Background: an optimization exercise with open tools, aiming at small area, a short achievable clock period and few clock cycles per item. Do not read the settings as production practice.
At most, simulation tests tie the RTL to the original design; equivalence was not proved.

==> flow/design.v (excerpt) <==
module barometer_pressure_compensation_unit (
    input  wire logic        clk,
    input  wire logic        rst_n,
    input  wire logic        s_tvalid,
    output logic             s_tready,
    input  wire logic [23:0] s_tdata,
    output logic             m_tvalid,
    input  wire logic        m_tready,
    output logic [23:0]      m_tdata,
    output logic [0:0]       m_tuser,
    input  wire logic        cfg_we,
    input  wire logic [bpc_pkg::CFG_ADDR_BITS-1:0] cfg_addr,
    input  wire logic [bpc_pkg::COEF_BITS-1:0]     cfg_wdata
);
    logic signed [15:0] a0_reg;
    logic signed [15:0] b1_reg;
    logic signed [15:0] b2_reg;
    logic signed [13:0] c12_reg;
    logic signed [17:0] b2x3_reg;     
    logic signed [15:0] c12x3_reg;    
    logic [3:0]  ok_reg;
    logic        a0_ok, b1_ok, b2_ok, c12_ok;
    logic [15:0] a0_g, b1_g;
    logic [3:0]  vld;
    logic        en;
    logic [9:0]  p1_reg, t1_reg;
    logic [3:0]  tk_next, tk2_reg;
    logic [11:0] temp_next;
    logic [25:0] x_next, x2_reg;
    logic [27:0] y_next, y2_reg;
    logic [9:0]  p2_reg, t2_reg;
    logic [16:0]  lo_sum;
    logic        c3_reg;
    logic [28-1:0] ra3_reg, rb3_reg;
    logic [11:0] temp3_reg;
    logic [28-1:0] s_full;
    logic [25:0] v;
    logic        clip_lo4_reg, clip_hi4_reg;
    logic [12:0] hl;
    logic [11:0] h4_reg;
    logic [2:0]  g4_reg;
    logic        r4_ones_reg;
    logic [2:0]  r4_low_reg;
    logic [11:0] temp4_reg;
    logic        c;
    logic [12:0] q2;
    logic [11:0] pres;
    assign en       = !vld[3] || m_tready;
    assign s_tready = en;
    assign m_tvalid = vld[3];
    assign m_tdata  = {temp4_reg, pres};
    assign m_tuser  = clip_lo4_reg || clip_hi4_reg;
    always_ff @(posedge clk or negedge rst_n)
    begin
        if (!rst_n)
            ok_reg <= '0;
        else if (cfg_we)
            ok_reg[cfg_addr] <= 1'b1;
    end
    always_ff @(posedge clk)
    begin
        if (cfg_we)
        begin
            case (cfg_addr)
                bpc_pkg::REG_A0:  a0_reg  <= cfg_wdata;
                bpc_pkg::REG_B1:  b1_reg  <= cfg_wdata;
                bpc_pkg::REG_B2:
                begin
  ...
For scale: about 3,300 cells after synthesis, ~74 I/O pins.
Settings: LEC_CHECK=0, ABC_AREA=1, CAP_MARGIN=20, CORE_MARGIN=2, CORE_UTILIZATION=40, SETUP_SLACK_MARGIN=2.5, SLEW_MARGIN=20; clock period 7.5 ns.
run.sh (not shown) runs the stock make flow with config.mk's settings and CLKGATE_MAP_FILE= SYNTH_SCRIPT=/design/flow/synth_recipe.tcl, a recipe that flattens the netlist after the stock synthesis.
The first run produced a clean layout.
Testbench counts at the start, summed over its fixed seeds: cycles 12,032, items 12,000.
Edit:
ABC_AREA = default   (was 1)
Result: The changed run completed with no timing, DRC or antenna violations; utilization shrinks by 0.11 points; global-route usage shrinks by 1.3 points; fmax shrinks by 2.3%; setup slack loses 120 ps; register-to-register slack loses 120 ps; design area stays flat.

barometer_pressure_compensation_unit, a different RTL version from the one above (not shown whole).
For scale: ~2500 cells after synthesis, roughly 310 flip-flops, roughly 74 I/O pins.
export LEC_CHECK = 0
export CAP_MARGIN = 20
export CORE_MARGIN = 2
export CORE_UTILIZATION = 40
export SETUP_SLACK_MARGIN = 2.5
export SLEW_MARGIN = 20
create_clock -name core_clock -period 7.5 [get_ports {clk}]
standard.sh (not shown) runs the stock make flow with config.mk's settings and CLKGATE_MAP_FILE= SYNTH_SCRIPT=/design/flow/synth_recipe.tcl, a recipe that flattens the netlist after the stock synthesis.
==> flow/flow/run.sh <==
#!/bin/bash
# The standard layout, with the generic ABC pass inside Yosys's synth command
# skipped (SYNTH_ARGS=-noabc): the carry-save adder trees then reach the
# full-adder extraction as written, which leaves far fewer inverters between
# the full-adder cells. The registers and every later step are unchanged.
set -euo pipefail
bash standard.sh SYNTH_ARGS=-noabc finish > standard_flow.log 2>&1
The starting point went through all stages and came out clean.
Rerun with:
==> flow/run.sh (new file) <==
#!/bin/bash
# synth_recipe.tcl (not shown) runs the flow's synth.tcl, then flattens the netlist and writes it again
# the make line also repeats each setting of config.mk as NAME=value (left out here)
make -C /OpenROAD-flow-scripts/flow DESIGN_CONFIG=/design/flow/config.mk WORK_HOME=/design/flow/orfs CLKGATE_MAP_FILE= SYNTH_SCRIPT=/design/flow/synth_recipe.tcl finish
removed: flow/flow/run.sh
removed: flow/standard.sh
=> The new run completed with no timing, DRC or antenna violations. Area after synthesis grows by about 1.3%. Via count grows by about 3.3%.
No run of this note included a check of the RTL's function; only the layout flow was run.

barometer_pressure_compensation_unit, a different RTL version from the one above (not shown whole).
Size in the first run: ~3,000 cells after synthesis.
export LEC_CHECK = 0
export ABC_AREA = 1
export CAP_MARGIN = 5
export CORE_MARGIN = 2
export CORE_UTILIZATION = 40
export CTS_BUF_LIST = sky130_fd_sc_hd__clkbuf_4
export SETUP_SLACK_MARGIN = 2.5
export SLEW_MARGIN = 5
create_clock -name core_clock -period 7.5 [get_ports {clk}]
==> flow/flow/run.sh <==
#!/bin/bash
# The standard layout, with one step added between synthesis and floorplan:
# polarity.py removes inverters around the full-adder cells of the synthesized
# netlist (a full adder complements both outputs when its three inputs are
# complemented, so each fa cell can take its inputs in whichever polarity needs
# fewer inverters), and gives each fa cell's latest-arriving input its carry
# input pin, the fastest of the three (the cell is symmetric in them). Registers, cells other than inverters and every other step
# are the standard flow's, except that the ports are buffered with buf_2 cells
# (BUFFER_PORTS_ARGS) rather than the slow delay-buffer cell the resizer picks.
set -euo pipefail
res=orfs/results/${FLOW_PLATFORM}/barometer_pressure_compensation_unit/base
bash standard.sh synth > standard_synth.log 2>&1
cp "$res/1_2_yosys.v" synth_netlist.v
python3 flow/polarity.py synth_netlist.v "$res/1_2_yosys.v" > polarity.log 2>&1
touch "$res/1_2_yosys.v"
bash standard.sh "BUFFER_PORTS_ARGS=-buffer_cell sky130_fd_sc_hd__buf_2" finish > standard_finish.log 2>&1
Other scripts of this flow, unchanged in this note and not shown: flow/flow/polarity.py
Testbench counts at the start, summed over its fixed seeds: cycles 12,032, items 12,000.
==> next run, changes <==
--- a/flow/config.mk
+++ b/flow/config.mk
@@ -9 +9 @@
-export CAP_MARGIN = 5
+export CAP_MARGIN = 20
@@ -12,3 +12,2 @@
-export CTS_BUF_LIST = sky130_fd_sc_hd__clkbuf_4
-export SETUP_SLACK_MARGIN = 2.5
-export SLEW_MARGIN = 5
+export SETUP_SLACK_MARGIN = 2.2
+export SLEW_MARGIN = 20
=> Clock-buffer cell count came out lower by 70; worst hold slack gains 0.011 ns; worst setup slack loses 0.30 ns; flip-flop and latch count stays the same; design area came out lower by 2.6%; cell count came out lower by 3.6%; die area does not change.
==> next run, changes <==
--- a/flow/config.mk
+++ b/flow/config.mk
@@ -12 +12 @@
-export SETUP_SLACK_MARGIN = 2.2
+export SETUP_SLACK_MARGIN = 2.65
After rerunning:
- via count grows by 2.9%
- final area rises by 5.8%
- non-clock buffer count rose by 117
- worst setup slack is better by 0.34 ns
==> next run, changes <==
--- a/flow/config.mk
+++ b/flow/config.mk
@@ -8 +7,0 @@
-export ABC_AREA = 1
@@ -12 +11,2 @@
-export SETUP_SLACK_MARGIN = 2.65
+export CTS_BUF_LIST = sky130_fd_sc_hd__clkbuf_4
+export SETUP_SLACK_MARGIN = 2.5
What happened: Setup slack got worse by 0.30 ns; cell area went up by 2.4%; synthesized area goes up by 3.3%; cell count came out lower by 3.8%; die area came out higher by 3.3%; wire length fell by 0.40%; worst hold slack improved by 0.0053 ns.
==> next run, changes <==
--- a/flow/config.mk
+++ b/flow/config.mk
@@ -7,0 +8 @@
+export ABC_AREA = 1
@@ -11 +12 @@
-export CTS_BUF_LIST = sky130_fd_sc_hd__clkbuf_4
+export CTS_BUF_LIST = sky130_fd_sc_hd__clkbuf_8
Register-to-register slack is better by 0.24 ns.
Sequential cell count stays the same.
Via count increases by 2.6%.
Hold slack is worse by 0.013 ns.
Synthesized cell count increases by 7.0%.
==> next run, changes <==
--- a/flow/config.mk
+++ b/flow/config.mk
@@ -12 +12 @@
-export CTS_BUF_LIST = sky130_fd_sc_hd__clkbuf_8
+export CTS_BUF_LIST = sky130_fd_sc_hd__clkbuf_4
After rerunning: The new run ran to the end with no violations. Clock skew rose by 0.0091 ns. Setup slack gains 0.022 ns. Non-clock buffer count rose by 3. Synthesized cell count does not change. Die area is unchanged.

cedar:
barometer_pressure_compensation_unit, a different RTL version from the one above (not shown whole).
For scale: roughly 74 I/O pins, about 29000 um2 of cells after synthesis.
export LEC_CHECK = 0
export ABC_AREA = 1
export CAP_MARGIN = 20
export CORE_MARGIN = 2
export CORE_UTILIZATION = 40
export SETUP_SLACK_MARGIN = 2.5
export SLEW_MARGIN = 20
create_clock -name core_clock -period 7.5 [get_ports {clk}]
==> flow/flow/run.sh <==
#!/bin/bash
# The standard layout, with one step added between synthesis and floorplan:
# polarity.py removes inverters around the full-adder cells of the synthesized
# netlist (a full adder complements both outputs when its three inputs are
# complemented, so each fa cell can take its inputs in whichever polarity needs
# fewer inverters). Registers, cells other than inverters and every other step
# are the standard flow's, except that the ports are buffered with buf_2 cells
# (BUFFER_PORTS_ARGS) rather than the slow delay-buffer cell the resizer picks.
set -euo pipefail
res=orfs/results/${FLOW_PLATFORM}/barometer_pressure_compensation_unit/base
bash standard.sh synth > standard_synth.log 2>&1
cp "$res/1_2_yosys.v" synth_netlist.v
python3 flow/polarity.py synth_netlist.v "$res/1_2_yosys.v" > polarity.log 2>&1
touch "$res/1_2_yosys.v"
bash standard.sh "BUFFER_PORTS_ARGS=-buffer_cell sky130_fd_sc_hd__buf_2" finish > standard_finish.log 2>&1
Other scripts of this flow, unchanged in this note and not shown: flow/flow/polarity.py
cedar completed; timing, DRC and antenna clean
Input changes introduced in maple (baseline for comparison: cedar):
--- a/flow/flow/run.sh
+++ b/flow/flow/run.sh
@@ -6,4 +6,3 @@
 # fewer inverters). Registers, cells other than inverters and every other step
-# are the standard flow's, except that the ports are buffered with buf_2 cells
-# (BUFFER_PORTS_ARGS) rather than the slow delay-buffer cell the resizer picks.
+# are the standard flow's.
 set -euo pipefail
@@ -14,2 +13,2 @@
 touch "$res/1_2_yosys.v"
-bash standard.sh "BUFFER_PORTS_ARGS=-buffer_cell sky130_fd_sc_hd__buf_2" finish > standard_finish.log 2>&1
+bash standard.sh finish > standard_finish.log 2>&1
### Flow results
- [compare] base=cedar new=maple: share of the cycle needed by the critical path after routing went up; worst setup slack went down; number of buffers and inverters on the critical path went down; relative area of clock buffers and inverters in the final design did not really move.
- Between cedar and maple, the difference in cell count after placement is negligible.
- Comparing met1 track utilization from global routing for cedar and maple, the smaller number came from cedar.
- maple vs. cedar: max-slew headroom at the worst pin rose 2.8 points; number of buffers outside the clock class in the layout climbed 12.
No run of this note included a check of the RTL's function; only the layout flow was run.

== red ==
barometer_pressure_compensation_unit again, from the RTL that the note above started with.
clock: 7.5 ns
lec_check: 0
abc_area: 1
cap_margin: 20
core_margin: 2
core_utilization: 40
setup_slack_margin: 2.5
slew_margin: 20
==> flow/flow/run.sh <==
#!/bin/bash
# The standard layout, with one step added between synthesis and floorplan:
# polarity.py removes inverters around the full-adder cells of the synthesized
# netlist (a full adder complements both outputs when its three inputs are
# complemented, so each fa cell can take its inputs in whichever polarity needs
# fewer inverters), and gives each fa cell's latest-arriving input its carry
# input pin, the fastest of the three (the cell is symmetric in them). Registers, cells other than inverters and every other step
# are the standard flow's, except that the ports are buffered with buf_2 cells
# (BUFFER_PORTS_ARGS) rather than the slow delay-buffer cell the resizer picks,
# and that after global routing the resizer downsizes gates off the critical
# paths (RECOVER_POWER).
set -euo pipefail
res=orfs/results/${FLOW_PLATFORM}/barometer_pressure_compensation_unit/base
bash standard.sh synth > standard_synth.log 2>&1
cp "$res/1_2_yosys.v" synth_netlist.v
python3 flow/polarity.py synth_netlist.v "$res/1_2_yosys.v" > polarity.log 2>&1
touch "$res/1_2_yosys.v"
bash standard.sh "BUFFER_PORTS_ARGS=-buffer_cell sky130_fd_sc_hd__buf_2" RECOVER_POWER=100 finish > standard_finish.log 2>&1
Other scripts of this flow, unchanged in this note and not shown: flow/flow/polarity.py
[red] flow finished | final checks: failed | reasons: capacitance limit, slew limit
Input changes introduced in blue (baseline for comparison: red):
==> flow/flow/run.sh <==
#!/bin/bash
# The standard layout, with one step added between synthesis and floorplan:
# polarity.py removes inverters around the full-adder cells of the synthesized
# netlist (a full adder complements both outputs when its three inputs are
# complemented, so each fa cell can take its inputs in whichever polarity needs
# fewer inverters), and gives each fa cell's latest-arriving input its carry
# input pin, the fastest of the three (the cell is symmetric in them). Registers, cells other than inverters and every other step
# are the standard flow's, except that the ports are buffered with buf_2 cells
# (BUFFER_PORTS_ARGS) rather than the slow delay-buffer cell the resizer picks.
set -euo pipefail
res=orfs/results/${FLOW_PLATFORM}/barometer_pressure_compensation_unit/base
bash standard.sh synth > standard_synth.log 2>&1
cp "$res/1_2_yosys.v" synth_netlist.v
python3 flow/polarity.py synth_netlist.v "$res/1_2_yosys.v" > polarity.log 2>&1
touch "$res/1_2_yosys.v"
bash standard.sh "BUFFER_PORTS_ARGS=-buffer_cell sky130_fd_sc_hd__buf_2" finish > standard_finish.log 2>&1
Comparing blue and red, the one run not ending clean was red. To summarise red: no stage aborted, but the layout did not pass its checks, failing on capacitance limit, slew limit. blue against red: routability congestion estimate held steady; cell depth of the worst setup path went up. NOTE design area red->blue increased slightly. blue and red ended up with nearly the same wire length.
Function was not checked in any run of this note: the RTL went through the layout flow alone.

barometer_pressure_compensation_unit with an RTL version that a note above also has.
Size in the first run: about 3000 cells after synthesis, roughly 74 I/O pins, roughly 0.029 mm² of cells after synthesis.
clock: 7.5 ns
lec_check: 0
abc_area: 1
cap_margin: 20
core_margin: 2
core_utilization: 40
cts_buf_list: sky130_fd_sc_hd__clkbuf_4
setup_slack_margin: 2.5
slew_margin: 20
==> flow/flow/run.sh <==
#!/bin/bash
# The standard layout, with one step added between synthesis and floorplan.
# polarity.py rewrites the synthesized netlist without changing its function:
#  - a full adder complements both outputs when its three inputs are
#    complemented, so each fa cell takes its inputs in whichever polarity needs
#    fewer inverters; a half adder whose inputs are both wanted complemented
#    is rebuilt as an xor2 and a nor2 of those complements;
#  - each fa cell's latest-arriving input goes to its carry-input pin, the
#    fastest of the three (the cell is symmetric in them).
# Registers and every other step are the standard flow's, except that the
# ports are buffered with buf_2 cells (BUFFER_PORTS_ARGS) rather than the slow
# delay-buffer cell the resizer picks. Each tool's output is logged here.
set -euo pipefail
res=orfs/results/${FLOW_PLATFORM}/barometer_pressure_compensation_unit/base
bash standard.sh synth > standard_synth.log 2>&1
cp "$res/1_2_yosys.v" synth_netlist.v
python3 flow/polarity.py synth_netlist.v "$res/1_2_yosys.v" > polarity.log 2>&1
touch "$res/1_2_yosys.v"
bash standard.sh "BUFFER_PORTS_ARGS=-buffer_cell sky130_fd_sc_hd__buf_2" finish > standard_finish.log 2>&1
Other scripts of this flow, unchanged in this note and not shown: flow/flow/polarity.py
The first run finished with timing, DRC and antenna clean.
Testbench counts at the start, summed over its fixed seeds: cycles 12,032, items 12,000.
Change:
GPL_ROUTABILITY_DRIVEN = 0   (was default)
Effect:
- worst setup slack is better by 40 ps
- wire length drops by a few percent
- via count is about the same
- non-clock buffer count drops by 20
- clock-buffer cell count climbs by 3
- sequential share of layout area climbs by 0.17 points
- final cell count drops slightly
- area after synthesis does not change
Change:
CORE_UTILIZATION = 50   (was 40)
=>
- non-clock buffer count climbs by 11
- core utilization grows by 12 points
- worst setup slack loses 71 ps
- final area went up by about 0.33%
- sequential share of layout area barely changes
- area after synthesis does not change
- die area goes down by about 20%
- worst hold slack is worse by 19 ps
- cell count fell by 4.7%
- clock-buffer cell count fell by 2
Change:
CORE_UTILIZATION = 40   (was 50)
GPL_ROUTABILITY_DRIVEN = default   (was 0)
PLACE_DENSITY = 0.5   (was default)
Outcome: The new run ran to the end with no violations. Critical path depth rises by 2. Register-to-register slack hardly moves. Clock-buffer cell count increases by 4. Final area went up by 0.75%. Non-clock buffer count is higher by 18. Maximum frequency barely changes.

## separate check: timing with driven ports
In the flow no input, the clock included, has a driving cell. The finished layouts below were timed again as built, in two steps. Step 1, drivers: a clkbuf_16 drives clk and a buf_2 each remaining input, both assumed. Step 2, shift: input delay + t, output delay - t, t = (earliest + latest rising clock arrival at the registers) / 2. This alone moves slack from input paths to output paths. Three values: no drivers, after step 1, after step 2; two values: the first two.
run | shift t [ns] | setup WS [ns] | worst slew at a driven data input, ns | cell pins on the clock port's net
the first run of note 1 | 0.622 | 2.488 / 2.480 / 2.488 | 0.04 | 1
the second run of note 1 | 0.632 | 2.371 / 2.371 / 2.232 | 0.06 | 1
the first run of note 2 | 0.615 | 2.400 / 2.343 / 2.400 | 0.04 | 1
the second run of note 2 | 0.635 | 2.380 / 2.374 / 2.380 | 0.04 | 1
the first run of note 3 | 0.868 | 2.632 / 2.632 / 2.632 | 0.04 | 1
the second run of note 3 | 0.621 | 2.334 / 2.334 / 2.334 | 0.04 | 1
the third run of note 3 | 0.606 | 2.670 / 2.670 / 2.670 | 0.05 | 1
the fourth run of note 3 | 0.904 | 2.368 / 2.368 / 2.368 | 0.04 | 1
the fifth run of note 3 | 0.695 | 2.610 / 2.610 / 2.610 | 0.04 | 1
the sixth run of note 3 | 0.868 | 2.632 / 2.632 / 2.632 | 0.04 | 1
cedar | 0.613 | 2.587 / 2.537 / 2.587 | 0.04 | 1
maple | 0.621 | 2.506 / 2.441 / 2.541 | 0.04 | 1
red | 0.614 | 1.547 / 1.547 / 1.547 | 0.05 | 1
blue | 0.613 | 2.581 / 2.516 / 2.647 | 0.05 | 1
the first run of note 6 | 0.852 | 2.579 / 2.579 / 2.579 | 0.04 | 1
the second run of note 6 | 0.915 | 2.620 / 2.620 / 2.620 | 0.06 | 1
the third run of note 6 | 0.891 | 2.549 / 2.549 / 2.549 | 0.04 | 1
the fourth run of note 6 | 0.881 | 2.558 / 2.558 / 2.558 | 0.03 | 1
For the second run of note 1, which loses most, drivers alone change the setup slack by 0.000 ns; drivers and shift together by -0.139 ns.
